This design comes from an exercise in tuning for small area, a short achievable clock period and few clock cycles per item on the open sky130 flow, not from production work.
At most, simulation tests tie the RTL to the original design; equivalence was not proved.

Setup of the reference run:
Design aes_inv_cipher_iter, start of the top module:
module aes_inv_cipher_iter #(
  parameter int NR    = 10,
  parameter int IDX_W = 4
) (
  input  logic             clk,
  input  logic             rst_n,
  input  logic             in_valid,
  output logic             in_ready,
  input  logic [127:0]     in_data,
  output logic [IDX_W-1:0] rk_idx,
  input  logic [127:0]     rk_data,
  output logic             out_valid,
  input  logic             out_ready,
  output logic [127:0]     out_data,
  output logic             busy
);
  function automatic logic [3:0] gf4_mul(input logic [3:0] a, input logic [3:0] b);
    logic [6:0] p;
    p = '0;
    for (int i = 0; i < 4; i++) p = p ^ ((b[i] ? 7'(a) : 7'd0) << i);
    if (p[6]) p = p ^ 7'b1100100;
    if (p[5]) p = p ^ 7'b0110010;
    if (p[4]) p = p ^ 7'b0011001;
    gf4_mul = p[3:0];
  endfunction
  function automatic logic [3:0] gf4_inv(input logic [3:0] a);
    case (a)
      4'h0: gf4_inv = 4'h0; 4'h1: gf4_inv = 4'h1; 4'h2: gf4_inv = 4'hc; 4'h3: gf4_inv = 4'h8; 4'h4: gf4_inv = 4'h6; 4'h5: gf4_inv = 4'hf; 4'h6: gf4_inv = 4'h4; 4'h7: gf4_inv = 4'he; 4'h8: gf4_inv = 4'h3; 4'h9: gf4_inv = 4'hd; 4'ha: gf4_inv = 4'hb; 4'hb: gf4_inv = 4'ha; 4'hc: gf4_inv = 4'h2; 4'hd: gf4_inv = 4'h9; 4'he: gf4_inv = 4'h7; 4'hf: gf4_inv = 4'h5;
      default: gf4_inv = 4'h0;
    endcase
  endfunction
  function automatic logic [11:0] sb_f1(input logic [7:0] b);
    logic [7:0] x;
    logic [3:0] a1, a0, d, di;
    x[0] = ~(b[1] ^ b[7]);
    x[1] = ~(b[1] ^ b[3] ^ b[7]);
    x[2] = b[1] ^ b[2] ^ b[6];
  ...
==> flow/config.mk <==
export PLATFORM = sky130hd
export DESIGN_NAME = aes_inv_cipher_iter
export DESIGN_NICKNAME = aes_inv_cipher_iter
export VERILOG_FILES = /design/flow/design.v
export SDC_FILE = /design/flow/constraint.sdc
export NUM_CORES = 4
export LEC_CHECK = 0
export CAP_MARGIN = 20
export CORE_MARGIN = 2
export CORE_UTILIZATION = 30
export PLACE_DENSITY = 0.42
export SETUP_SLACK_MARGIN = 2.5
export SLEW_MARGIN = 20
==> flow/constraint.sdc <==
create_clock -name core_clock -period 6.0 [get_ports {clk}]
set_input_delay 1.2000 -clock core_clock [delete_from_list [all_inputs] [get_ports {clk}]]
set_output_delay 1.2000 -clock core_clock [all_outputs]
set_load 0.01 [all_outputs]
standard.sh (not shown) runs the stock make flow with config.mk's settings and CLKGATE_MAP_FILE= SYNTH_SCRIPT=/design/flow/synth_recipe.tcl, a recipe that flattens the netlist after the stock synthesis.
==> flow/flow/run.sh <==
#!/bin/bash
# Layout flow: the standard flow (standard.sh), with two changes.
#  1. After the standard synthesis, the combinational logic is mapped again by Yosys/ABC with
#     ABC's default area-oriented script; every register instance of the standard synthesis is
#     kept as it is (same name, same cell). See resynth.ys.
#  2. The port buffers are buf_1 cells (buffer_ports otherwise picks clkdlybuf4s50_1).
# Each tool's output goes to a log file in this folder.
set -euo pipefail
export BUFFER_PORTS_ARGS="-buffer_cell sky130_fd_sc_hd__buf_1"
R=orfs/results/sky130hd/aes_inv_cipher_iter/base

bash standard.sh synth > standard_synth.log 2>&1

cp $R/1_2_yosys.v $R/1_2_yosys_standard.v
LIB=$FLOW_HOME/platforms/sky130hd/lib/sky130_fd_sc_hd__tt_025C_1v80.lib
DONT_USE=$(sed -n '/^export DONT_USE_CELLS += /,/^$/p' $FLOW_HOME/platforms/sky130hd/config.mk \
  | grep -o 'sky130_fd_sc_hd__[A-Za-z0-9_]*' | sed 's/^/-dont_use /' | tr '\n' ' ')
SEQ=$(grep -o 'sky130_fd_sc_hd__[A-Za-z0-9_]*' $R/1_2_yosys_standard.v | sort -u | grep -E '__(e?dfx|e?dfr|e?dfs|e?dfb|sdf|dl|sedf)' | tr '\n' ' ')
sed -e "s#@SEQ@#$SEQ#g" -e "s#@LIB@#$LIB#g" -e "s#@NETLIST@#$R/1_2_yosys_standard.v#g" -e "s#@OUT@#$R/1_2_yosys.v#g" \
    -e "s#@DONT_USE@#$DONT_USE#g" flow/resynth.ys > resynth_run.ys
yosys -l resynth.log -q resynth_run.ys > resynth_stdout.log 2>&1
rm -f $R/1_synth.odb $R/1_synth.sdc

bash standard.sh > standard.log 2>&1
==> flow/flow/resynth.ys <==
# Map the combinational logic of the standard synthesis again; keep the registers as they are.
read_liberty -ignore_miss_func @LIB@
read_verilog @NETLIST@
hierarchy -top aes_inv_cipher_iter
# the register cells stay instances of their library cells; everything else is flattened
setattr -mod -set keep_hierarchy 1 @SEQ@
flatten
rename -hide w:*.*
hierarchy -top aes_inv_cipher_iter
opt -purge
abc -liberty @LIB@ @DONT_USE@
opt_clean -purge
hilomap -singleton -hicell sky130_fd_sc_hd__conb_1 HI -locell sky130_fd_sc_hd__conb_1 LO
blackbox @SEQ@
stat -liberty @LIB@
write_verilog -noattr -noexpr -nohex -nodec @OUT@
Testbench counts of the reference run, summed over its fixed seeds: cycles 2,192, blocks 192.
Modified inputs, the trial run compared to the reference run
-- flow/design.v --
<<< the reference run, line 93
  logic [191:0] s1;
  logic [127:0] u, s2, s3;
  logic         ov_q, busy_q, ir_q;
  logic [3:0]   idx_q;
  logic         v0_nx, done0_nx, v1_nx, new1_nx, v2_nx;
>>> the trial run, line 93
  logic [191:0] s1;
  logic [127:0] u, s2, s3;
  logic         ov_q, busy_q, ir_q, s_q, ir;
  logic [3:0]   idx_q;
  logic         v0_nx, done0_nx, v1_nx, new1_nx, v2_nx;
<<< the reference run, line 99
  assign out_valid = ov_q;
  assign busy      = busy_q;
  assign in_ready  = ir_q;
  assign rk_idx    = idx_q;
  assign out_data  = r0;
  function automatic logic [191:0] stage1(input logic [127:0] s);
>>> the trial run, line 99
  assign out_valid = ov_q;
  assign busy      = busy_q;
  assign ir        = ir_q | (s_q & out_ready);
  assign in_ready  = ir;
  assign rk_idx    = (s_q & out_ready) ? 4'd10 : idx_q;
  assign out_data  = r0;
  function automatic logic [191:0] stage1(input logic [127:0] s);
<<< the reference run, line 121
  always_ff @(posedge clk) begin
    if (!hold0)          r0 <= s3;
    if (!frozen || !v1)  r1 <= ir_q ? {in_data[127:120], 4'h0, in_data[119:112], 4'h0,
                                       in_data[111:104], 4'h0, in_data[103:96], 4'h0,
                                       in_data[95:88], 4'h0, in_data[87:80], 4'h0,
>>> the trial run, line 122
  always_ff @(posedge clk) begin
    if (!hold0)          r0 <= s3;
    if (!frozen || !v1)  r1 <= (ir_q | s_q) ? {in_data[127:120], 4'h0, in_data[119:112], 4'h0,
                                       in_data[111:104], 4'h0, in_data[103:96], 4'h0,
                                       in_data[95:88], 4'h0, in_data[87:80], 4'h0,
<<< the reference run, line 145
    end
    if (!frozen || !v1) begin
      if (ir_q) begin
        v1_nx   = in_valid;
        new1_nx = 1'b1;
>>> the trial run, line 146
    end
    if (!frozen || !v1) begin
      if (ir) begin
        v1_nx   = in_valid;
        new1_nx = 1'b1;
<<< the reference run, line 164
      busy_q <= 1'b0;
      ir_q   <= 1'b1;
      idx_q  <= 4'd10;
    end else begin
>>> the trial run, line 165
      busy_q <= 1'b0;
      ir_q   <= 1'b1;
      s_q    <= 1'b0;
      idx_q  <= 4'd10;
    end else begin
<<< the reference run, line 172
      busy_q <= v0_nx | v1_nx | v2_nx;
      ir_q   <= !v0_nx | (done0_nx & !(v1_nx & v2_nx));
      idx_q  <= (v0_nx & !done0_nx) ? k0_nx - 4'd1 : ((v0_nx & done0_nx & v1_nx & v2_nx) ? k1_nx : 4'd10);
    end
>>> the trial run, line 174
      busy_q <= v0_nx | v1_nx | v2_nx;
      ir_q   <= !v0_nx | (done0_nx & !(v1_nx & v2_nx));
      s_q    <= v0_nx & done0_nx & v1_nx & v2_nx;
      idx_q  <= (v0_nx & !done0_nx) ? k0_nx - 4'd1 : ((v0_nx & done0_nx & v1_nx & v2_nx) ? k1_nx : 4'd10);
    end
### Flow results
From the reference run to the trial run the numbers moved as follows: maximum frequency from static timing analysis saw an increase; worst hold slack went up; flip-flop and latch count shows no meaningful change; die footprint now larger; HPWL reported at the end of detailed placement went down about 0.7%. Summary of the trial run over the reference run: setup slack rose 30 ps; global-route usage fell 0.23 points; core utilization rose 0.15 points.
The RTL of the trial run was laid out without a check of its function.

-- separate check: timing with driven ports --
In the flow no input, the clock included, has a driving cell. The finished layouts below were timed again as built, in two steps.
Step 1: set_driving_cell puts a clkbuf_16 on clk and a buf_2 on each other input, an assumption about the parent block.
Step 2 times the ports against the registers' clock, not the clock port: input delays grow and output delays shrink by t, the midpoint of the rising clock arrivals with the driver on.
Slacks: ideal / step 1 / step 2; pairs: ideal / step 1.
run | t (ns) | setup WS [ns] | hold slack, ns | worst setup path after step 2 | cell pins on the clock port's net
the reference run | 0.725 | 2.619 / 2.619 / 2.619 | 0.480 / 0.459 / 0.480 | register to register | 1
the trial run | 0.719 | 2.649 / 2.649 / 2.067 | 0.494 / 0.479 / 0.494 | input to register | 1
After both steps setup and hold are still met in every run listed. For the trial run, which loses most, drivers alone change the setup slack by 0.000 ns; drivers and shift together by -0.582 ns.
